What follows belongs to an exercise in optimizing a design on an open flow for small area; a production flow would make more cautious choices.
Function was not checked in any run shown here: the RTL went through the layout flow alone.
No activity file was given, so power comes from the tool's default toggle rates.

[flow/config.mk]
export PLATFORM = sky130hd
export DESIGN_NAME = memwb_stage
export DESIGN_NICKNAME = memwb_stage
export VERILOG_FILES = /design/flow/design.v
export SDC_FILE = /design/flow/constraint.sdc
export NUM_CORES = 4
export LEC_CHECK = 0
export CAP_MARGIN = 20
export CORE_MARGIN = 2
export CORE_UTILIZATION = 60
export CTS_BUF_LIST = sky130_fd_sc_hd__clkbuf_8
export CTS_CLUSTER_DIAMETER = 60
export CTS_CLUSTER_SIZE = 20
export SLEW_MARGIN = 20
export SYNTH_HIERARCHICAL = 1
[flow/constraint.sdc]
create_clock -name core_clock -period 3.5 [get_ports {clk}]
set_input_delay 0.7000 -clock core_clock [delete_from_list [all_inputs] [get_ports {clk}]]
set_output_delay 0.7000 -clock core_clock [all_outputs]
set_load 0.01 [all_outputs]
[flow/design.v]
module memwb_port (
  input  logic p, we, x, wen,
  output logic y
);
  assign y = ~((p | we) & (x | wen));
endmodule
module memwb_aoi222 (
  input  logic s0, d0, s1, d1, s2, d2,
  output logic y
);
  assign y = ~((s0 & d0) | (s1 & d1) | (s2 & d2));
endmodule
module memwb_oai22 (
  input  logic sn0, d0, sn1, d1,
  output logic y
);
  assign y = ~((sn0 | d0) & (sn1 | d1));
endmodule
module memwb_nand4 (
  input  logic a, b, c, d,
  output logic y
);
  assign y = ~(a & b & c & d);
endmodule
module memwb_or4 (
  input  logic a, b, c, d,
  output logic y
);
  assign y = a | b | c | d;
endmodule
module memwb_rdbit (
  input  logic [11:0] s,
  input  logic [11:0] d,
  input  logic [11:0] sn,
  input  logic [11:0] dn,
  output logic        y
);
  logic [3:0] n;   
  logic [5:0] p;   
  for (genvar i = 0; i < 4; i++) begin : g_n
    memwb_aoi222 u_n (
      .s0(s[3 * i]), .d0(d[3 * i]), .s1(s[3 * i + 1]), .d1(d[3 * i + 1]),
      .s2(s[3 * i + 2]), .d2(d[3 * i + 2]), .y(n[i])
    );
  end
  for (genvar i = 0; i < 6; i++) begin : g_p
    memwb_oai22 u_p (
      .sn0(sn[2 * i]), .d0(dn[2 * i]), .sn1(sn[2 * i + 1]), .d1(dn[2 * i + 1]), .y(p[i])
    );
  end
  logic a, o;
  memwb_nand4 u_a (.a(n[0]), .b(n[1]), .c(n[2]), .d(n[3]), .y(a));
  memwb_or4   u_o (.a(p[0]), .b(p[1]), .c(p[2]), .d(p[3]), .y(o));
  memwb_or4   u_y (.a(o), .b(p[4]), .c(p[5]), .d(a), .y(y));
endmodule
module memwb_tapdec (
  input  logic [5:0]  addr,
  input  logic [5:0]  rot,
  output logic [21:0] hit
);
  logic [5:0] h, g, p;
  logic [1:0] e0;           
  logic [3:0] e [1:5];      
  assign h = addr ^ rot;
  assign g = addr & rot;
  assign p = addr | rot;
  assign e0[0] = ~h[0];
  assign e0[1] = h[0];
  for (genvar i = 1; i < 6; i++) begin : g_e
    assign e[i][0] = ~(h[i] ^ p[i - 1]);    
    assign e[i][1] = ~(h[i] ^ g[i - 1]);    
    assign e[i][2] = (h[i] ^ p[i - 1]);     
    assign e[i][3] = (h[i] ^ g[i - 1]);     
  end
  for (genvar k = 0; k < 22; k++) begin : g_hit
    localparam logic [5:0] K = 6'(3 * k);
    assign hit[k] = e0[K[0]] & e[1][{K[1], K[0]}] & e[2][{K[2], K[1]}] &
                    e[3][{K[3], K[2]}] & e[4][{K[4], K[3]}] & e[5][{K[5], K[4]}];
  end
endmodule
module memwb_stage (
  input  logic         clk,
  input  logic         reset,
  input  logic [3:0]   ctrl_MEM,
  input  logic [31:0]  ALU_out_MEM,
  input  logic [31:0]  write_data_MEM,
  input  logic [4:0]   reg_dst_MEM,
  output logic         mem_stall,
  output logic [1:0]   ctrl_WB,
  output logic [31:0]  read_data_WB,
  output logic [31:0]  ALU_out_WB,
  output logic [4:0]   reg_dst_WB,
  output logic         misalign_WB
);
  localparam int NT = 22;   
  logic [31:0] ring [64];
  logic [5:0]  rot;
  logic        b1, b2;
  logic        wb_pend;
  logic [5:0]  wb_addr;
  logic [5:0]  wb_slot;    
  logic [31:0] wb_data;
  logic [1:0]  ctrl_wb_q;
  logic        misalign_wb_q;
  logic [31:0] read_data_wb_q;
  logic [31:0] alu_out_wb_q;
  logic [4:0]  reg_dst_wb_q;
  logic          access, misal, stall, commit, st_commit, byp, drain;
  logic [5:0]    addr;
  logic [NT-1:0] we, wen;
  logic          hsel, bsel;
  logic          just_q;       
  logic [NT-1:0] stale;
  logic [NT-1:0] hit, tsel;
  logic [31:0]   wd_pos, wd_neg, rdata;
  logic [NT*32-1:0] port_y;
  genvar pk, pb, b, i;
  always_comb begin
    access    = ctrl_MEM[1] | ctrl_MEM[0];
    misal     = access & (ALU_out_MEM[1:0] != 2'b00);
    stall     = b1 | (~b2 & access);
    commit    = ~stall & ~reset;
    st_commit = commit & ctrl_MEM[0] & ~misal;
    addr      = ALU_out_MEM[7:2];
    byp       = wb_pend & (wb_addr == addr);
    for (int k = 0; k < NT; k++) begin
      we[k]   = (wb_slot == 6'(3 * k)) & wb_pend;
    end
    wen    = ~we;
    drain  = |we;
    for (int k = 0; k < NT; k++) stale[k] = just_q & (wb_slot == 6'(3 * k + 1));
    tsel   = hit & ~stale & {NT{~misal}};
    bsel   = byp & ~misal;
    hsel   = (b1 | b2) & ~misal;
    wd_pos = wb_data;
    wd_neg = ~wb_data;
  end
  memwb_tapdec u_dec (.addr(addr), .rot(rot), .hit(hit));
  for (b = 0; b < 32; b++) begin : g_rd
    logic [11:0] s, d, sn, dn;
    for (i = 0; i < 11; i++) begin : g_t
      assign s[i]  = tsel[2 * i];
      assign d[i]  = ring[6 * i][b];
      assign sn[i] = ~tsel[2 * i + 1];
      assign dn[i] = ring[6 * i + 3][b];
    end
    assign s[11]  = hsel;
    assign d[11]  = read_data_wb_q[b];
    assign sn[11] = ~bsel;
    assign dn[11] = wd_neg[b];
    memwb_rdbit u_rd (.s(s), .d(d), .sn(sn), .dn(dn), .y(rdata[b]));
  end
  for (pk = 0; pk < NT; pk++) begin : g_port
    for (pb = 0; pb < 32; pb++) begin : g_bit
      memwb_port u_p (
        .p(ring[(3 * pk + 63) % 64][pb]), .we(we[pk]),
        .x(pk % 2 == 1 ? wd_pos[pb] : wd_neg[pb]), .wen(wen[pk]),
        .y(port_y[32 * pk + pb])
      );
    end
  end
  always_ff @(posedge clk) begin
    rot <= rot + 6'd1;
    for (int j = 0; j < 64; j++) begin
      if (j % 3 == 0) ring[j] <= port_y[32 * (j / 3) +: 32];
      else            ring[j] <= ring[(j + 63) % 64];
    end
    wb_pend <= st_commit | (wb_pend & ~drain);
    just_q  <= st_commit;
    wb_slot <= st_commit ? addr + rot + 6'd2 : wb_slot + 6'd1;
    if (st_commit) begin
      wb_addr <= addr;
      wb_data <= write_data_MEM;
    end
    b1 <= ~reset & ~b1 & ~b2 & access;
    b2 <= ~reset & b1;
    ctrl_wb_q      <= commit ? ctrl_MEM[3:2] : 2'b00;
    misalign_wb_q  <= commit & misal;
    read_data_wb_q <= rdata;
    alu_out_wb_q   <= ALU_out_MEM;
    reg_dst_wb_q   <= reg_dst_MEM;
  end
  assign mem_stall    = stall;
  assign ctrl_WB      = ctrl_wb_q;
  assign read_data_WB = read_data_wb_q;
  assign ALU_out_WB   = alu_out_wb_q;
  assign reg_dst_WB   = reg_dst_wb_q;
  assign misalign_WB  = misalign_wb_q;
endmodule
[flow/flow/run.sh]
#!/bin/bash
# The standard layout, with three changes: ports are buffered with the
# smallest buffer; the buffers that timing-driven global placement adds while
# the placement is still rough are not kept (the later repair steps buffer and
# size from the final placement); and clock tree synthesis uses clkbuf_8
# clusters under a clkbuf_16 root, without dummy loads.
set -euo pipefail
export BUFFER_PORTS_ARGS="-buffer_cell sky130_fd_sc_hd__buf_1"
export GPL_KEEP_OVERFLOW=0
export CTS_ARGS="-sink_clustering_enable -repair_clock_nets -buf_list sky130_fd_sc_hd__clkbuf_8 -sink_clustering_size 20 -sink_clustering_max_diameter 55 -dont_use_dummy_load -root_buf sky130_fd_sc_hd__clkbuf_16"
bash standard.sh > standard_flow.log 2>&1
[flow/standard.sh]
#!/bin/bash
# synth_recipe.tcl (not shown) runs the flow's synth.tcl, then flattens the netlist and writes it again
# the make line also repeats each setting of config.mk as NAME=value (left out here)
make -C /OpenROAD-flow-scripts/flow DESIGN_CONFIG=/design/flow/config.mk WORK_HOME=/design/flow/orfs CLKGATE_MAP_FILE= SYNTH_SCRIPT=/design/flow/synth_recipe.tcl "${@:-finish}"
==> results of run 1 <==
[routing by layer]
| layer | vias up | routed length (µm) |
|---|---|---|
| met1 | 17300 | 69600 |
| met5 | - | 25 |
| met4 | 4 | 8970 |
| li1 | 14500 | - |
| met3 | 563 | 19200 |
| met2 | 2307 | 74800 |
[layout make-up]
type                       instances  area (µm²)  area share, %
sequential                      2174       43900           72.9
multi-input combinational       1367        9800           16.3
inverter                          80         355          0.590
clock buffer                     138        1910           3.17
timing repair buffer             304        2790           4.63
tap                             1165        1460           2.42
[Yosys cell counts, drive strengths merged (2+ instances only)]
cell type / n / area [µm²]
o21a: 2 / 15.0
nand3: 27 / 135
nor2: 8 / 30.0
xor3: 2 / 48.8
edfxtp: 38 / 1140
mux2: 3 / 37.5
o2111ai: 2 / 17.5
a21oi: 5 / 25.0
o22ai: 898 / 5620
o21ai: 7 / 35.0
ha: 24 / 300
dfxtp: 2136 / 42800
nand4: 34 / 213
nor3: 26 / 160
nand2b: 4 / 25.0
o31ai: 2 / 20.0
or4: 64 / 480
nand2: 45 / 174
a31oi: 7 / 43.8
and2: 4 / 25.0
xnor3: 2 / 52.6
buf: 44 / 315
o211a: 4 / 40.0
nor2b: 4 / 25.0
a222oi: 128 / 1280
clkbuf: 7 / 26.3
inv: 80 / 300
xnor2: 17 / 149
o211ai: 10 / 75.1
xor2: 15 / 131
and3: 5 / 31.3
[timing repair]
action / in CTS / in global routing
endpoints found under the setup margin: 162 / 46
resized for setup: 8 / 7
buffers inserted: 13 / 2
pin swaps: 6 / 2
[modules after synthesis (local to each module, per instance), a selection]
module / copies in the design / cell area [µm²] / flip-flops and latches
memwb_or4: 64 / 7.51 / 0
memwb_aoi222: 128 / 10.0 / 0
memwb_port: 704 / 6.26 / 0
memwb_oai22: 192 / 6.26 / 0
memwb_tapdec: 1 / 613 / 0
memwb_stage: 1 / 45700 / 2174
memwb_nand4: 32 / 6.26 / 0
[state kept, by name (all words and copies together), names as in the netlist]
register / count
read_data_wb_q: 32
misalign_wb_q: 1
reg_dst_wb_q: 5
b2: 1
wb_data: 32
wb_addr: 6
wb_pend: 1
just_q: 1
b1: 1
ctrl_wb_q: 2
ring: 2048
wb_slot: 6
rot: 6
alu_out_wb_q: 32
[worst max path at each step]
stage	slack (ns)	from	cells after the start	end
2_1_floorplan	0.02	ALU_out_MEM[3]	9	read_data_wb_q[0]
3_3_place_gp	-4.48	wb_slot[4]	5	ring[30][16]
3_5_place_dp	-1.05	wb_slot[2]	9	read_data_wb_q[10]
4_1_cts	0.02	rot[2]	12	read_data_wb_q[10]
5_1_grt	0.03	rot[1]	12	read_data_wb_q[16]
6_report	0.1	rot[1]	12	read_data_wb_q[16]
[per-stage QoR]
stage | hold WS, ns | total power [mW] | instance area, µm² | cells | TNS, ns
CTS | 0.0262 | 43.6 | 60200 | 5226 | 0
floorplan | 0.310 | 31.9 | 53900 | 3672 | 0
global placement | 0.310 | 32.8 | 55600 | 4933 | -2590.85
detailed placement | 0.312 | 33.3 | 58200 | 5075 | -46.03
global route | 0.0392 | 45.0 | 60200 | 5228 | 0
finish | 0.0699 | 43.7 | 60200 | 5228 | 0
[where the power goes]
part,internal [mW],total [mW],switching [mW]
clock,3.60,10.7,7.09
combinational,1.03,2.25,1.22
sequential,28.9,30.7,1.82
[kinds of logic (layout without fill, tap and decap cells)]
logic type	Yosys count	count (layout)	share of synthesized area [%]
mux	4	4	0.0882
flops	2174	2174	81.5
xor+xnor	36	36	0.708
compound gates	1071	1071	13.4
buf+inv	131	522	1.19
simple gates	231	231	2.55
fa+ha+maj	25	25	0.594
==> metrics.log, run 1 <==
INFO  metric synthesis.area = 53900 µm²
INFO  metric drv_cap = 0
INFO  metric final_common_cell = dfxtp_1
INFO  metric cpMostUsedCell = buf_4
INFO  metric via_count_of_the_first_global_routing_pass = between 30000 and 40000
INFO  metric design.final.nets = 4165
INFO  metric cts.path.max_buffers = 3
INFO  metric grt_max_degree = 34
INFO  metric worstRegToRegCells = 12
INFO  metric placement.io_buffers = ~150
INFO  metric net_count_after_synthesis = about 3800
INFO  metric clock-sinks = between 2000 and 2500
INFO  metric synth.avg_cell_area = 14.7 µm²
INFO  metric hpwl = about 110 mm
INFO  metric final_max_slew_viol_count = 0
INFO  metric dieWidth = ~300 µm
INFO  metric gp_congestion = 0.879
INFO  metric worst_hold_start = ALU_out_MEM[12]
INFO  metric synth_edf_count = 38
INFO  metric core_region_area = 88600 µm²
INFO  metric cts_tree = done
INFO  metric clk_root_buffer_cell = clkbuf_16
INFO  metric synth_seq_cells = 2174
INFO  metric layout.cells.most_common_list = dfxtp_1 (2130), o22ai_1 (897), buf_1 (147)
INFO  metric dpl_worst_slack = -1.05 ns
INFO  metric pin_count = roughly 150
INFO  metric synthesis.instances = 3672
INFO  metric groute.usage.overall = a little over a third
INFO  metric number_of_antenna_violations_at_the_first_check_in_global_routing = 3
INFO  metric drt-pass1-iter-count = 7
INFO  metric finish.utilization = 67.9%
INFO  metric tightestPinTransition = ~0.92 ns
INFO  metric hold-path-cell-count = 1
INFO  metric first_pass_grt_wire_length = approximately 240 mm
INFO  metric htreeDepth = 4
INFO  metric dr_total_vias = 34700
INFO  metric globalRoute.busiestLayer = met2
INFO  metric layout_worst_path_cycle_share = between 90% and 100%
INFO  metric crit-reg2reg-capture = read_data_wb_q[16]
INFO  metric gr-usage-met2 = 55.0%
INFO  metric cp_top_family = simple AND/OR/NAND/NOR gates
INFO  metric die_y = between 300 and 400 µm
INFO  metric path_cells = inv_1 -> ha_1 -> xor2_1 -> or2_1 -> nor3_1 -> o211ai_1 -> buf_4 -> buf_4 -> buf_4 -> o22ai_1 -> or4_1 -> or4_1
INFO  metric worstHoldEndpoint = alu_out_wb_q[12]
INFO  metric route.detailed.vias_per_inst = about 6.6
INFO  metric grt_setup_unrepaired = no
INFO  metric timing.reg2reg.setup_slack = just under 0.1 ns
INFO  metric worst_ep_arrival_time = about 4 ns
INFO  metric slew_hr = 38.7%
INFO  metric clk_transition_reported_paths = approximately 0.1 ns
INFO  metric insertion_delay = 0.75 ns
INFO  metric layout-area-overhead-vs-synth = 11.7%
INFO  metric cp.required = between 4 and 5 ns
INFO  metric critPathCaptureType = register
INFO  metric status = timing/DRC/antenna clean
INFO  metric fin_worst_skew = 0.0801 ns
INFO  metric filler_cell_count = ~6300
INFO  metric worst_ir_drop_vdd = around 0.7 mV
INFO  metric warnings_from_yosys = 11
INFO  metric worst-path-max-fanout = 6
INFO  metric drive_gt1_share = a little under a tenth
INFO  metric setup.worst_path.class = reg2reg
INFO  metric drt_iter0_markers = 4809
INFO  metric route.final.wire_length = approximately 170 mm
INFO  metric power.leakage = ~24 nW
INFO  metric max_frequency = between 0.2 and 0.3 GHz
INFO  metric hp-class = in2reg
INFO  metric powerDensity = slightly above 700 nW/µm²
INFO  metric met3_usage_in_global_routing = a little under a tenth
INFO  metric postCtsHoldBufs = 0
INFO  metric fp-row-count = between 100 and 150
INFO  metric critical-path-slowest-cell = or4_1
INFO  metric number_of_drc_violations_after_detailed_routing = 0
INFO  metric wl_per_cell = 33.0 µm
INFO  metric met1_usage = 49.9%
INFO  metric critical_path_buffers_and_inverters = 4
INFO  metric n_antenna_cell = 0
INFO  metric synth_async_sr_flop_share = 0%
INFO  metric setup-violations-final = 0
INFO  metric smallest_setup_slack_after_layout = between 0.09 and 0.1 ns
INFO  metric timing.rr.start = rot[1]
INFO  metric drt.antenna.violating_nets = 0
INFO  metric worstSetupStartpointType = register
INFO  metric synth_sequential_area_ratio = about four fifths
INFO  metric post_synth_num_cell_types = 56
INFO  metric ys.flop_type = dfxtp_1
INFO  metric floorplan.initialDensity = 60.8%
INFO  metric period_needed = 3.40 ns
INFO  metric tritoncts.num_buffers = roughly 140
INFO  metric globalRouteOverflowTotal = 0
INFO  metric crit_path_max_incr_delay = ~0.5 ns
INFO  metric die_area = about 92000 µm²
INFO  metric hold_viol = 0
==> inputs of run 2 (changes only) <==
--- a/flow/design.v
+++ b/flow/design.v
@@ -108,9 +108,7 @@
   logic          access, misal, stall, commit, st_commit, byp, drain;
   logic [5:0]    addr;
   logic [NT-1:0] we, wen;
-  logic          hsel, bsel;
-  logic          just_q;       
-  logic [NT-1:0] stale;
+  logic          hsel, bsel, tapok, anyhit;
   logic [NT-1:0] hit, tsel;
   logic [31:0]   wd_pos, wd_neg, rdata;
   logic [NT*32-1:0] port_y;
@@ -128,10 +126,11 @@
     end
     wen    = ~we;
     drain  = |we;
-    for (int k = 0; k < NT; k++) stale[k] = just_q & (wb_slot == 6'(3 * k + 1));
-    tsel   = hit & ~stale & {NT{~misal}};
+    anyhit = |hit;
+    tapok  = ~byp & ~misal;
+    tsel   = hit & {NT{tapok}};
     bsel   = byp & ~misal;
-    hsel   = (b1 | b2) & ~misal;
+    hsel   = ~anyhit & ~byp & ~misal;
     wd_pos = wb_data;
     wd_neg = ~wb_data;
   end
@@ -166,7 +165,6 @@
       else            ring[j] <= ring[(j + 63) % 64];
     end
     wb_pend <= st_commit | (wb_pend & ~drain);
-    just_q  <= st_commit;
     wb_slot <= st_commit ? addr + rot + 6'd2 : wb_slot + 6'd1;
     if (st_commit) begin
       wb_addr <= addr;
==> flow/flow/run.sh (replaced) <==
#!/bin/bash
# The standard layout, with three changes: ports are buffered with the
# smallest buffer; after the floorplan, the ring's flip-flops are placed in
# regular lanes (flow/place_ring.tcl) before the standard placement places the
# rest; and clock tree synthesis uses clkbuf_8 clusters under a clkbuf_16
# root, without dummy loads.
set -euo pipefail
export BUFFER_PORTS_ARGS="-buffer_cell sky130_fd_sc_hd__buf_1"
export CTS_ARGS="-sink_clustering_enable -repair_clock_nets -buf_list sky130_fd_sc_hd__clkbuf_8 -sink_clustering_size 18 -sink_clustering_max_diameter 50 -dont_use_dummy_load -root_buf sky130_fd_sc_hd__clkbuf_16"
R=orfs/results/sky130hd/memwb_stage/base
bash standard.sh floorplan > standard_floorplan.log 2>&1
PLACE_IN=$R/2_floorplan.odb PLACE_OUT=$R/2_floorplan_ring.odb \
  openroad -no_init -exit flow/place_ring.tcl > place_ring.log 2>&1
mv $R/2_floorplan_ring.odb $R/2_floorplan.odb
bash standard.sh > standard_flow.log 2>&1
==> flow/flow/place_ring.tcl (new file) <==
# Place the ring's flip-flops in lanes: bit b of the 64 word slots goes to
# rows 3b+1 (slots 0..31, left to right) and 3b+2 (slots 63..32, left to
# right), so that the ring closes at both ends and each slot's 32 bits share
# one column. Rows 0, 3b+3 and the rows above the lanes are left to the other
# cells. The flip-flops are fixed; the standard flow places the rest.
set in  $::env(PLACE_IN)
set out $::env(PLACE_OUT)
read_db $in
set block [ord::get_db_block]
set rows [lsort -command {apply {{a b} {expr {[lindex [$a getOrigin] 1] - [lindex [$b getOrigin] 1]}}}} [$block getRows]]
set site_w [[[lindex $rows 0] getSite] getWidth]

# blocked x intervals per row (the tap cells placed by the floorplan)
array set blocked {}
foreach inst [$block getInsts] {
  if {![$inst isPlaced]} continue
  set bb [$inst getBBox]
  set y [$bb yMin]
  lappend blocked($y) [list [$bb xMin] [$bb xMax]]
}

proc place_row {row names} {
  global blocked site_w block
  set ox [lindex [$row getOrigin] 0]
  set y [lindex [$row getOrigin] 1]
  set xmax [expr {$ox + [$row getSiteCount] * $site_w}]
  set obs {}
  if {[info exists blocked($y)]} { set obs [lsort -integer -index 0 $blocked($y)] }
  set x $ox
  foreach name $names {
    set inst [$block findInst $name]
    if {$inst == "NULL"} { error "no instance $name" }
    set w [[$inst getMaster] getWidth]
    set moved 1
    while {$moved} {
      set moved 0
      foreach o $obs {
        if {$x < [lindex $o 1] && $x + $w > [lindex $o 0]} {
          set x [lindex $o 1]
          set moved 1
        }
      }
    }
    if {$x + $w > $xmax} { error "row at y=$y overflows" }
    $inst setOrient [$row getOrient]
    $inst setLocation $x $y
    $inst setPlacementStatus FIRM
    set x [expr {$x + $w}]
  }
}

for {set b 0} {$b < 32} {incr b} {
  set a {}
  set c {}
  for {set j 0} {$j < 32} {incr j} { lappend a "ring\\\[$j\\\]\\\[$b\\\]\$_DFF_P_" }
  for {set j 63} {$j >= 32} {incr j -1} { lappend c "ring\\\[$j\\\]\\\[$b\\\]\$_DFF_P_" }
  place_row [lindex $rows [expr {3 * $b + 1}]] $a
  place_row [lindex $rows [expr {3 * $b + 2}]] $c
}
write_db $out
==> metrics.log, run 2 <==
INFO  metric status = timing/DRC/antenna clean
INFO  metric finish.utilization = 67.2% (-0.69 points)
INFO  metric drt.antenna.violating_nets = 0 (unchanged)
INFO  metric fin_worst_skew = 0.0964 ns (+0.0163 ns)
INFO  metric setup-violations-final = 0 (unchanged)
INFO  metric worstRegToRegCells = 13 (+1)
INFO  metric via_count_of_the_first_global_routing_pass = 29300 (-15%)
INFO  metric synth_sequential_area_ratio = 81.7% (+0.27 points)
INFO  metric warnings_from_yosys = 11 (unchanged)
INFO  metric worstHoldEndpoint = alu_out_wb_q[27]
INFO  metric die_y = 303 µm (-0.18%)
INFO  metric globalRouteOverflowTotal = 0 (unchanged)
INFO  metric worst-path-max-fanout = 32 (+26)
INFO  metric period_needed = 3.26 ns (-0.146 ns)
INFO  metric tightestPinTransition = 0.832 ns (-0.0836 ns)
INFO  metric design.final.nets = 4223 (+1.4%)
INFO  metric floorplan.initialDensity = 60.7% (-0.13 points)
INFO  metric worst_ir_drop_vdd = 0.432 mV (-38%)
INFO  metric grt_setup_unrepaired = no
INFO  metric power.leakage = 23.7 nW (+0.47%)
INFO  metric crit_path_max_incr_delay = 0.49 ns (about the same)
INFO  metric number_of_antenna_violations_at_the_first_check_in_global_routing = 2 (-1)
INFO  metric dp_cells = 5138 (+1.2%)
INFO  metric htreeDepth = 4 (unchanged)
INFO  metric final_common_cell = dfxtp_1
INFO  metric post_synth_num_cell_types = 47 (-16%)
INFO  metric layout.cells.most_common_list = dfxtp_1 (2134), o22ai_1 (898), buf_4 (199)
INFO  metric placement.io_buffers = 147 (unchanged)
INFO  metric total_non_filler_cell_area_in_the_finished_layout = 59500 µm² (-1.2%)
INFO  metric clock-sinks = 2173 (-0.046%)
INFO  metric grt_max_degree = 34 (unchanged)
INFO  metric smallest_setup_slack_after_layout = 0.242 ns (+0.146 ns)
INFO  metric synthesis.area = 53700 µm² (-0.37%)
INFO  metric synth_seq_cells = 2173 (-0.046%)
INFO  metric final_cell_count_no_fill = 5288 (+1.1%)
INFO  metric dr_total_vias = 31500 (-9.3%)
INFO  metric ys.flop_type = dfxtp_1
INFO  metric hp-class = in2reg
INFO  metric layout-area-overhead-vs-synth = 10.8%
INFO  metric slew_hr = 44.5% (+5.8 points)
INFO  metric fp-row-count = 109 (unchanged)
INFO  metric synthDominantAreaCellType = dfxtp_1
INFO  metric drt-pass1-iter-count = 10 (+3)
INFO  metric number_of_drc_violations_after_detailed_routing = 0 (unchanged)
INFO  metric route.final.wire_length = 157 mm (-9.3%)
INFO  metric powerDensity = 699 nW/µm² (-3.6%)
INFO  metric path_cells = inv_1 -> ha_1 -> inv_1 -> or2_1 -> nor3_1 -> nor4_1 -> nand4_1 -> or4_4 -> nor3_4 -> buf_12 -> a222oi_1 -> nand4_1 -> or4_1
INFO  metric dpl_worst_slack = -0.241 ns (+0.813 ns)
INFO  metric drive_gt1_share = 9.71% (+0.23 points)
INFO  metric pin_count = 148 (unchanged)
INFO  metric core_region_area = 88500 µm² (-0.15%)
INFO  metric most_repeated_cell_in_the_gate_level_netlist_after_synthesis = dfxtp_1
INFO  metric cts.path.max_buffers = 3 (unchanged)
INFO  metric insertion_delay = 0.74 ns (about the same)
INFO  metric route.detailed.vias_per_inst = 5.96 (-10%)
INFO  metric crit-reg2reg-capture = read_data_wb_q[5]
INFO  metric final.hold.worst_slack = 0.0802 ns (+0.0103 ns)
INFO  metric post_synth_most_frequent_cells = dfxtp_1 (2135), o22ai_1 (898), a222oi_1 (128)
INFO  metric clk_root_buffer_cell = clkbuf_16
INFO  metric critical-path-slowest-cell = or4_1
INFO  metric synth_async_sr_flop_share = 0% (unchanged)
INFO  metric timing.rr.start = rot[0]
INFO  metric synthesis.instances = 3649 (-0.63%)
INFO  metric final_max_slew_viol_count = 0 (unchanged)
INFO  metric net_count_after_synthesis = 3749 (-0.61%)
INFO  metric synth_edf_count = 38 (unchanged)
INFO  metric wl_per_cell = 29.6 µm (-10%)
INFO  metric synth.avg_cell_area = 14.7 µm² (+0.25%)
INFO  metric hpwl = 123 mm (+16%)
INFO  metric regMostFlops = ring
INFO  metric cts_tree = done
INFO  metric tritoncts.num_buffers = 148 (+7.2%)
INFO  metric layout_worst_path_cycle_share = 93.1% (-4.2 points)
INFO  metric worst_ep_arrival_time = 3.89 ns (-0.11 ns)
INFO  metric clk_transition_reported_paths = 0.10 ns (about the same)
INFO  metric worst_hold_start = ALU_out_MEM[27]
INFO  metric critPathCaptureType = register
INFO  metric dieWidth = 303 µm (-0.18%)
INFO  metric yosys-top-cells-area = dfxtp_1 (80%), o22ai_1 (10%), a222oi_1 (2.4%)
INFO  metric hold-path-cell-count = 1 (unchanged)
INFO  metric post_cts.repair.setup_buffers = 0 (-13)
INFO  metric drt_iter0_markers = 5368 (+12%)
INFO  metric hold_viol = 0 (unchanged)
INFO  metric max_frequency = 0.307 GHz (+4.5%)
INFO  metric setup.worst_path.class = reg2reg
INFO  metric gp_congestion = 0.949 (+8.0%)
INFO  metric largest_register_ffs = 2048 (unchanged)
INFO  metric first_pass_grt_wire_length = 218 mm (-10%)
INFO  metric drv_cap = 0 (unchanged)
INFO  metric cp.required = 4.13 ns (+0.04 ns)
INFO  metric groute.usage.overall = 33.6% (-3.0 points)
INFO  metric place_area = 57500 µm² (-1.2%)
INFO  metric timing.reg2reg.setup_slack = 0.24 ns (+0.15 ns)
INFO  metric worstSetupStartpointType = register
INFO  metric die_area = 91900 µm² (-0.37%)
INFO  metric post-synth-top-area-fraction = 79.6% (+0.26 points)
## run 2: how the worst max path moves through the flow
| stage | start | end | slack (ns) | cells after the start |
|---|---|---|---|---|
| after floorplan | ALU_out_MEM[7] | read_data_wb_q[0] | 0.02 | 10 |
| after CTS | rot[2] | read_data_wb_q[22] | 0.24 | 13 |
| after global placement | ALU_out_MEM[3] | read_data_wb_q[15] | -0.10 | 12 |
| final | rot[0] | read_data_wb_q[5] | 0.24 | 13 |
| after detailed placement | ALU_out_MEM[6] | read_data_wb_q[8] | -0.24 | 14 |
| after global routing | rot[1] | read_data_wb_q[13] | 0.04 | 14 |
## run 2: area by class of cell
class | count | area (µm²)
Antenna cell | 2 | 5.00
Inverter | 79 | 297
Multi-Input combinational cell | 1352 | 9320
Fill cell | 5440 | 29000
Clock buffer | 148 | 2050
Timing Repair Buffer | 369 | 2510
Tap cell | 1165 | 1460
Sequential cell | 2173 | 43900
## run 2: repair_timing
item                                    in CTS  in global routing
resized for setup                            0                  1
endpoints found under the hold margin        0                  0
hold buffers                                 0                  0
endpoints found under the setup margin       0                  4
## run 2: cells by family (layout without fill, tap and decap cells)
logic type / count (synthesis) / in the layout / share of synthesized area (%)
DFF: 2173 / 2173 / 81.7
AOI/OAI and AO/OA: 1043 / 1043 / 13.1
and+or+nand+nor: 243 / 243 / 2.71
buffers and inverters: 124 / 596 / 1.11
xor gates and xnor gates: 37 / 37 / 0.727
adders and majority gates: 25 / 25 / 0.597
muxes: 4 / 4 / 0.0769
other: 0 / 2 / 0
## run 2: per-stage QoR
stage | TNS (ns) | power [mW]
after floorplan | 0 | 29.6
after global placement | -2.50 | 31.1
after detailed placement | -5.78 | 31.1
after CTS | 0 | 41.4
after global routing | 0 | 42.4
final | 0 | 41.6
## run 2: critical path, delay by kind of cell (launching register included)
| family | cells | cell delay, ns |
|---|---|---|
| adders and majority gates | 1 | 0.30 |
| buffers and inverters | 3 | 0.28 |
| AOI/OAI and AO/OA | 1 | 0.43 |
| DFF | 1 | 0.45 |
| and+or+nand+nor | 8 | 1.70 |
## run 2: modules after synthesis, one instance, submodules excluded, excerpt
module	cells	area, µm²
memwb_tapdec	82	613
memwb_port	1	6.26
memwb_oai22	1	6.26
memwb_aoi222	1	10.0
memwb_or4	1	7.51
memwb_stage	2447	45500
memwb_nand4	1	6.26
## run 2: power breakdown
group          switching (mW)  leakage (nW)  internal [mW]  total [mW]
sequential               1.86          18.0           27.3        29.2
combinational           0.903          4.62          0.722        1.62
clock                    6.94          1.07           3.83        10.8
## run 2: per-layer routing
metal	GRT usage, %	part of all wire [%]
met1	57.6	49
met2	31.3	29
met5	0	0.0083
met3	22.4	21
met4	5.76	1.3

-- what the ideal ports hide --
In the flow no input, the clock included, has a driving cell. The finished layouts below were timed again as built, in two steps.
Step 1 assumes that a clkbuf_16 drives the clock port and a buf_2 every other input.
Step 2 times the ports against the registers' clock, not the clock port: input delays grow and output delays shrink by t, the midpoint of the rising clock arrivals with the driver on.
Slacks: no drivers / after step 1 / after step 2; pairs: no drivers / after step 1.
run	t, ns	slack for setup (ns)	worst setup path at the end	worst data-port slew with drivers (ns)
run 1	0.761	0.096 / 0.096 / -0.501	input to register	0.10
run 2	0.759	0.242 / 0.242 / -0.315	input to register	0.12
With both steps, setup timing fails in run 1 and run 2, where it was met with ideal ports. The setup slack of run 1, which loses most, moves by 0.000 ns with the drivers and by -0.597 ns with both steps.
